From an optimization exercise on the open Yosys and OpenROAD flow, aimed at small area and few clock cycles per item; shortcuts taken in it are not production practice.
Only simulation tests tie the RTL to the original design; equivalence was not proved.

== before ==
Design air_quality_index_daily_summary, start of the top module:
module air_quality_index_daily_summary #(
  parameter int PERIODS_PER_DAY = 6
) (
  input  logic                clk,
  input  logic                rst_n,
  input  logic                cfg_we,
  input  logic [1:0]          cfg_index,
  input  logic [13:0]         cfg_wdata,
  input  logic                in_valid,
  output logic                in_ready,
  input  logic [13:0]         in_pm25_tenths,
  input  logic [13:0]         in_co2_ppm,
  input  logic signed [10:0]  in_temperature_tenths,
  input  logic [9:0]          in_humidity_tenths,
  output logic                out_valid,
  input  logic                out_ready,
  output logic [8:0]          out_aqi_index,
  output logic [2:0]          out_aqi_level,
  output logic [1:0]          out_co2_level,
  output logic signed [11:0]  out_thi_tenths,
  output logic [1:0]          out_thi_level,
  output logic                out_day_done,
  output logic [8:0]          out_avg_aqi,
  output logic [13:0]         out_avg_co2,
  output logic signed [11:0]  out_avg_thi_tenths,
  output logic [2:0]          out_rec_aqi_level,
  output logic [1:0]          out_rec_co2_level,
  output logic [2:0]          out_rec_thi_level
);
For scale: roughly 2400 cells after synthesis, roughly 160 flip-flops, about 140 I/O pins, about 21000 µm² of cells after synthesis.
export LEC_CHECK = 0
export ABC_AREA = 1
export CAP_MARGIN = 20
export CORE_MARGIN = 2
export CORE_UTILIZATION = 40
export CTS_BUF_LIST = sky130_fd_sc_hd__clkbuf_8
export SLEW_MARGIN = 20
export SYNTH_HIERARCHICAL = 1
export SYNTH_MINIMUM_KEEP_SIZE = 0
create_clock -name core_clock -period 11.0 [get_ports {clk}]
standard.sh (not shown) runs the stock make flow with config.mk's settings and CLKGATE_MAP_FILE= SYNTH_SCRIPT=/design/flow/synth_recipe.tcl, a recipe that flattens the netlist after the stock synthesis.
==> flow/flow/run.sh <==
#!/bin/bash
# Layout flow: the standard flow (standard.sh), with the port buffers made of
# the smallest buffer cell (buf_1) instead of the resizer's default choice.
set -e
export BUFFER_PORTS_ARGS="-buffer_cell sky130_fd_sc_hd__buf_1"
bash standard.sh > standard.log 2>&1
Testbench counts of before, summed over its fixed seeds: cycles 24,016, items 24,000.
[inputs] after vs before
# before
export LEC_CHECK = 0
export ABC_AREA = 1
export CAP_MARGIN = 20
export CORE_MARGIN = 2
export CORE_UTILIZATION = 40
export CTS_BUF_LIST = sky130_fd_sc_hd__clkbuf_8
export SLEW_MARGIN = 20
export SYNTH_HIERARCHICAL = 1
export SYNTH_MINIMUM_KEEP_SIZE = 0
create_clock -name core_clock -period 11.0 [get_ports {clk}]
# after
export LEC_CHECK = 0
export ABC_AREA = 1
export CAP_MARGIN = 20
export CORE_MARGIN = 2
export CORE_UTILIZATION = 40
export SLEW_MARGIN = 20
export SYNTH_HIERARCHICAL = 1
export SYNTH_MINIMUM_KEEP_SIZE = 0
create_clock -name core_clock -period 11.0 [get_ports {clk}]
==> flow/flow/run.sh <==
#!/bin/bash
# Layout flow: the standard flow (standard.sh), with
#  - the port buffers made of the smallest buffer cell (buf_1) instead of the
#    resizer's default choice (a delay buffer), and
#  - clock tree synthesis with clkbuf_8 buffers and without dummy loads.
set -e
export BUFFER_PORTS_ARGS="-buffer_cell sky130_fd_sc_hd__buf_1"
export CTS_ARGS="-sink_clustering_enable -repair_clock_nets -buf_list sky130_fd_sc_hd__clkbuf_8 -dont_use_dummy_load"
bash standard.sh > standard.log 2>&1
==> comparison <==
after: flow completed, timing, DRC and antenna clean
Per the comparison of after with before, synthesized area shows no meaningful change, sequential share of layout area shows an increase of 0.16 points, hold slack shows a reduction of 6.8 ps, design area shows a reduction of 200 µm².
after: met2 wire length lower than before

========
Another version of the RTL of air_quality_index_daily_summary (not shown whole).
For scale: roughly 2300 cells after synthesis, ~160 flip-flops.
clock: 11.0 ns
lec_check: 0
abc_area: 1
cap_margin: 20
core_margin: 2
core_utilization: 40
slew_margin: 20
synth_hierarchical: 1
synth_minimum_keep_size: 0
==> flow/flow/run.sh <==
#!/bin/bash
# Layout flow: the standard flow, with the port buffers made of the smallest
# buffer cell (buf_1) instead of the resizer's default choice.
set -e
export BUFFER_PORTS_ARGS="-buffer_cell sky130_fd_sc_hd__buf_1"
bash standard.sh > standard.log 2>&1
Testbench counts at the start, summed over its fixed seeds: cycles 24,016, items 24,000.
==> next run, changes <==
==> flow/run.sh (new file) <==
#!/bin/bash
# synth_recipe.tcl (not shown) runs the flow's synth.tcl, then flattens the netlist and writes it again
# the make line also repeats each setting of config.mk as NAME=value (left out here)
make -C /OpenROAD-flow-scripts/flow DESIGN_CONFIG=/design/flow/config.mk WORK_HOME=/design/flow/orfs CLKGATE_MAP_FILE= SYNTH_SCRIPT=/design/flow/synth_recipe.tcl finish
Settings changed: CORE_UTILIZATION 40 to 65.
removed: flow/flow/run.sh
removed: flow/standard.sh
Worst hold slack hardly moves.
Cell count goes down by 8.7%.
Count of clock-buffer cells in the layout goes down by 1.
Via count goes up by 4.4%.
Sequential share of layout area goes down by 0.53 points.
Setup slack degrades by 0.049 ns.
Flip-flop and latch count does not change.
==> next run, changes <==
Settings changed: CORE_UTILIZATION 65 to 40, CTS_BUF_LIST set to sky130_fd_sc_hd__clkbuf_8.
Worst hold slack loses 0.0057 ns.
Global-route usage is lower by 12 points.
Clock skew grows by 0.0045 ns.
Worst setup slack is better by 0.11 ns.
==> next run, changes <==
Settings changed: CTS_BUF_LIST sky130_fd_sc_hd__clkbuf_8 to not set.
The changed run completed without violations.
Maximum frequency barely changes.
Via count is higher slightly.
Cell area is higher slightly.
Setup slack hardly moves.
Worst hold slack degrades by 0.0045 ns.
Synthesized area is unchanged.
Utilization is higher by 0.37 points.
Global-route usage barely changes.
Die area is unchanged.

========
## main
Another version of the RTL of air_quality_index_daily_summary (not shown whole).
Size in the first run: about 150 flip-flops, ~140 I/O pins, roughly 17,000 um2 of cells after synthesis.
## air_quality_index_daily_summary
module air_quality_index_daily_summary #(
  parameter int PERIODS_PER_DAY = 6
) (
  input  logic                clk,
  input  logic                rst_n,
  input  logic                cfg_we,
  input  logic [1:0]          cfg_index,
  input  logic [13:0]         cfg_wdata,
  input  logic                in_valid,
  output logic                in_ready,
  input  logic [13:0]         in_pm25_tenths,
  input  logic [13:0]         in_co2_ppm,
  input  logic signed [10:0]  in_temperature_tenths,
  input  logic [9:0]          in_humidity_tenths,
  output logic                out_valid,
  input  logic                out_ready,
  output logic [8:0]          out_aqi_index,
  output logic [2:0]          out_aqi_level,
  output logic [1:0]          out_co2_level,
  output logic signed [11:0]  out_thi_tenths,
  output logic [1:0]          out_thi_level,
  output logic                out_day_done,
  output logic [8:0]          out_avg_aqi,
  output logic [13:0]         out_avg_co2,
  output logic signed [11:0]  out_avg_thi_tenths,
  output logic [2:0]          out_rec_aqi_level,
  output logic [1:0]          out_rec_co2_level,
  output logic [2:0]          out_rec_thi_level
);
  localparam int CNT_W = $clog2(PERIODS_PER_DAY);
  logic [13:0]        co2_good_r;
  logic [13:0]        co2_moderate_r;
  logic [13:0]        co2_high_r;
  logic               adv;
  logic [18:0]        thi_z;
  logic               thi_neg;
  logic               thi_ovf;
  logic [18:0]        thi_zc;
  logic               s1_valid_r;
  logic [8:0]         s1_aqi_r;
  logic [13:0]        s1_co2_r;
  logic [18:0]        s1_thi_z_r;
  logic [8:0]         aqi_c;
  logic [11:0]        thi_q;
  logic [1:0]         co2_lvl_c;
  logic               day_r;
  logic [11:0]        base_aqi;
  logic [15:0]        base_co2;
  logic [13:0]        base_thi;
  logic [16:0]        co2_add;
  logic               s2_valid_r;
  logic [8:0]         s2_aqi_r;
  logic [1:0]         s2_co2_lvl_r;
  logic signed [11:0] s2_thi_r;
  logic [CNT_W-1:0]   cnt_r;
  logic [11:0]        sum_aqi_r;
  logic [15:0]        sum_co2_r;
  logic [13:0]        sum_thi_r;
  logic [8:0]         avg_aqi;
  logic [13:0]        avg_co2;
  logic signed [11:0] avg_thi;
  logic [2:0]         rec_aqi;
  logic [1:0]         rec_co2;
  ...
export LEC_CHECK = 0
export ABC_AREA = 1
export CAP_MARGIN = 20
export CORE_MARGIN = 2
export CORE_UTILIZATION = 40
export SLEW_MARGIN = 20
export SYNTH_HIERARCHICAL = 1
export SYNTH_MINIMUM_KEEP_SIZE = 0
create_clock -name core_clock -period 11.0 [get_ports {clk}]
==> flow/flow/run.sh <==
#!/bin/bash
# Layout flow: the standard flow (standard.sh), with
#  - the port buffers made of the smallest buffer cell (buf_1) instead of the
#    resizer's default choice (a delay buffer), and
#  - clock tree synthesis with clkbuf_8 buffers and without dummy loads.
set -e
export BUFFER_PORTS_ARGS="-buffer_cell sky130_fd_sc_hd__buf_1"
export CTS_ARGS="-sink_clustering_enable -repair_clock_nets -buf_list sky130_fd_sc_hd__clkbuf_8 -dont_use_dummy_load"
bash standard.sh > standard.log 2>&1
Testbench counts of main, summed over its fixed seeds: cycles 24,016, items 24,000.
diff inputs: main => the feature branch
- CORE_UTILIZATION now 55, was 40
Results
[compare] base=main new=the feature branch: width of the die went down by 14%, proportion of cell area occupied by multi-input gates went up by 0.53 points, proportion of final cell area spent on non-clock buffers went up by 0.16 points.

========
## run 1
air_quality_index_daily_summary, a different RTL version from the one above (not shown whole).
For scale: about 150 flip-flops, about 140 I/O pins.
==> flow/design.v (excerpt) <==
module air_quality_index_daily_summary #(
  parameter int PERIODS_PER_DAY = 6
) (
  input  logic                clk,
  input  logic                rst_n,
  input  logic                cfg_we,
  input  logic [1:0]          cfg_index,
  input  logic [13:0]         cfg_wdata,
  input  logic                in_valid,
  output logic                in_ready,
  input  logic [13:0]         in_pm25_tenths,
  input  logic [13:0]         in_co2_ppm,
  input  logic signed [10:0]  in_temperature_tenths,
  input  logic [9:0]          in_humidity_tenths,
  output logic                out_valid,
  input  logic                out_ready,
  output logic [8:0]          out_aqi_index,
  output logic [2:0]          out_aqi_level,
  output logic [1:0]          out_co2_level,
  output logic signed [11:0]  out_thi_tenths,
  output logic [1:0]          out_thi_level,
  output logic                out_day_done,
  output logic [8:0]          out_avg_aqi,
  output logic [13:0]         out_avg_co2,
  output logic signed [11:0]  out_avg_thi_tenths,
  output logic [2:0]          out_rec_aqi_level,
  output logic [1:0]          out_rec_co2_level,
  output logic [2:0]          out_rec_thi_level
);
clock: 11.0 ns
lec_check: 0
abc_area: 1
cap_margin: 20
core_margin: 2
core_utilization: 40
slew_margin: 20
synth_hierarchical: 1
synth_minimum_keep_size: 0
==> flow/flow/run.sh <==
#!/bin/bash
set -e
export BUFFER_PORTS_ARGS="-buffer_cell sky130_fd_sc_hd__buf_1"
export CTS_ARGS="-sink_clustering_enable -repair_clock_nets -buf_list {sky130_fd_sc_hd__clkbuf_4 sky130_fd_sc_hd__clkbuf_8} -dont_use_dummy_load"
bash standard.sh > standard.log 2>&1
Run 1 closes out successfully: all stages finished, all timing, DRC and antenna checks passed.
Testbench counts of run 1, summed over its fixed seeds: cycles 24,016, items 24,000.
Input changes introduced in run 2 (baseline for comparison: run 1):
==> flow/flow/run.sh <==
#!/bin/bash
set -e
export BUFFER_PORTS_ARGS="-buffer_cell sky130_fd_sc_hd__buf_1"
export CTS_ARGS="-sink_clustering_enable -repair_clock_nets -buf_list sky130_fd_sc_hd__clkbuf_16 -sink_clustering_size 30 -sink_clustering_max_diameter 150 -dont_use_dummy_load"
bash standard.sh > standard.log 2>&1
## What came out
Critical path arrival delta (run 1 -> run 2): insignificant
Taking run 1 as the reference point, the CTS clock-pin slew for the worst setup and hold paths of run 2 falls by 0.03 ns.
| total routing usage reported by global routing | run 2 vs run 1 | ≈ equal |
Run 1 → run 2: least setup slack across all paths after layout fell by 0.059 ns, clock period minus final worst setup slack rose by 0.059 ns, area of the core stayed essentially flat.
On transition at the pin with the smallest max-transition slack, run 2 and run 1 are basically level.
Re post-route cell area: run 2 is 0.95% up on run 1.
The following lists how run 3 was set up differently from run 2:
==> flow/flow/run.sh <==
#!/bin/bash
# Layout flow: the standard flow (standard.sh), with
#  - the port buffers made of the smallest buffer cell (buf_1) instead of the
#    resizer's default choice (a delay buffer), and
#  - clock tree synthesis with clkbuf_8 buffers and without dummy loads.
set -e
export BUFFER_PORTS_ARGS="-buffer_cell sky130_fd_sc_hd__buf_1"
export CTS_ARGS="-sink_clustering_enable -repair_clock_nets -buf_list sky130_fd_sc_hd__clkbuf_8 -dont_use_dummy_load"
bash standard.sh > standard.log 2>&1
## What came out
Changes observed in run 3 relative to run 2: via density per instance now sits lower, design area -about 0.9%, minimum clock period has decreased, minimum setup slack among reg-to-reg paths was more or less identical, DRC violation count after routing flat. Re fraction of met3 tracks used by global routing: run 3 and run 2 aren't equal, and the higher value belongs to run 3. NOTE: area growth from synthesis to final layout in run 3 falls short of that of run 2. Summary of run 3 over run 2: clock skew went up by 0.015 ns.

[what the ideal ports hide]
In the flow no input, the clock included, has a driving cell. The finished layouts below were timed again as built, in two steps. Step 1, drivers: a clkbuf_16 drives clk and a buf_2 each remaining input, both assumed. Step 2 adds t to the input delays and takes it off the output delays; t is the mean of the earliest and latest rising clock arrival at the registers after step 1. Input paths then give back, and output paths get back, about the clock's delay inside the block. a / b / c = ideal ports / drivers / drivers and shift; a / b = the first two.
| run | t, ns | slack for setup (ns) | worst register clock-pin slew, ns |
|---|---|---|---|
| before | 0.534 | 0.615 / 0.615 / 0.615 | 0.10 / 0.10 |
| after | 0.520 | 0.646 / 0.646 / 0.646 | 0.10 / 0.10 |
| the first run of note 2 | 0.512 | 0.390 / 0.390 / 0.390 | 0.07 / 0.07 |
| the second run of note 2 | 0.490 | 0.341 / 0.341 / 0.341 | 0.08 / 0.08 |
| the third run of note 2 | 0.582 | 0.452 / 0.452 / 0.452 | 0.10 / 0.10 |
| the fourth run of note 2 | 0.528 | 0.455 / 0.455 / 0.455 | 0.07 / 0.07 |
| main | 0.522 | 1.241 / 1.267 / 0.745 | 0.08 / 0.08 |
| the feature branch | 0.517 | 1.203 / 1.218 / 0.701 | 0.10 / 0.10 |
| run 1 | 0.517 | 1.099 / 1.118 / 0.601 | 0.10 / 0.10 |
| run 2 | 0.476 | 1.040 / 1.063 / 0.587 | 0.07 / 0.07 |
| run 3 | 0.517 | 1.099 / 1.118 / 0.601 | 0.10 / 0.10 |
After both steps every run listed still meets setup and hold. For the feature branch, which loses most, drivers alone change the setup slack by +0.015 ns; drivers and shift together by -0.502 ns.
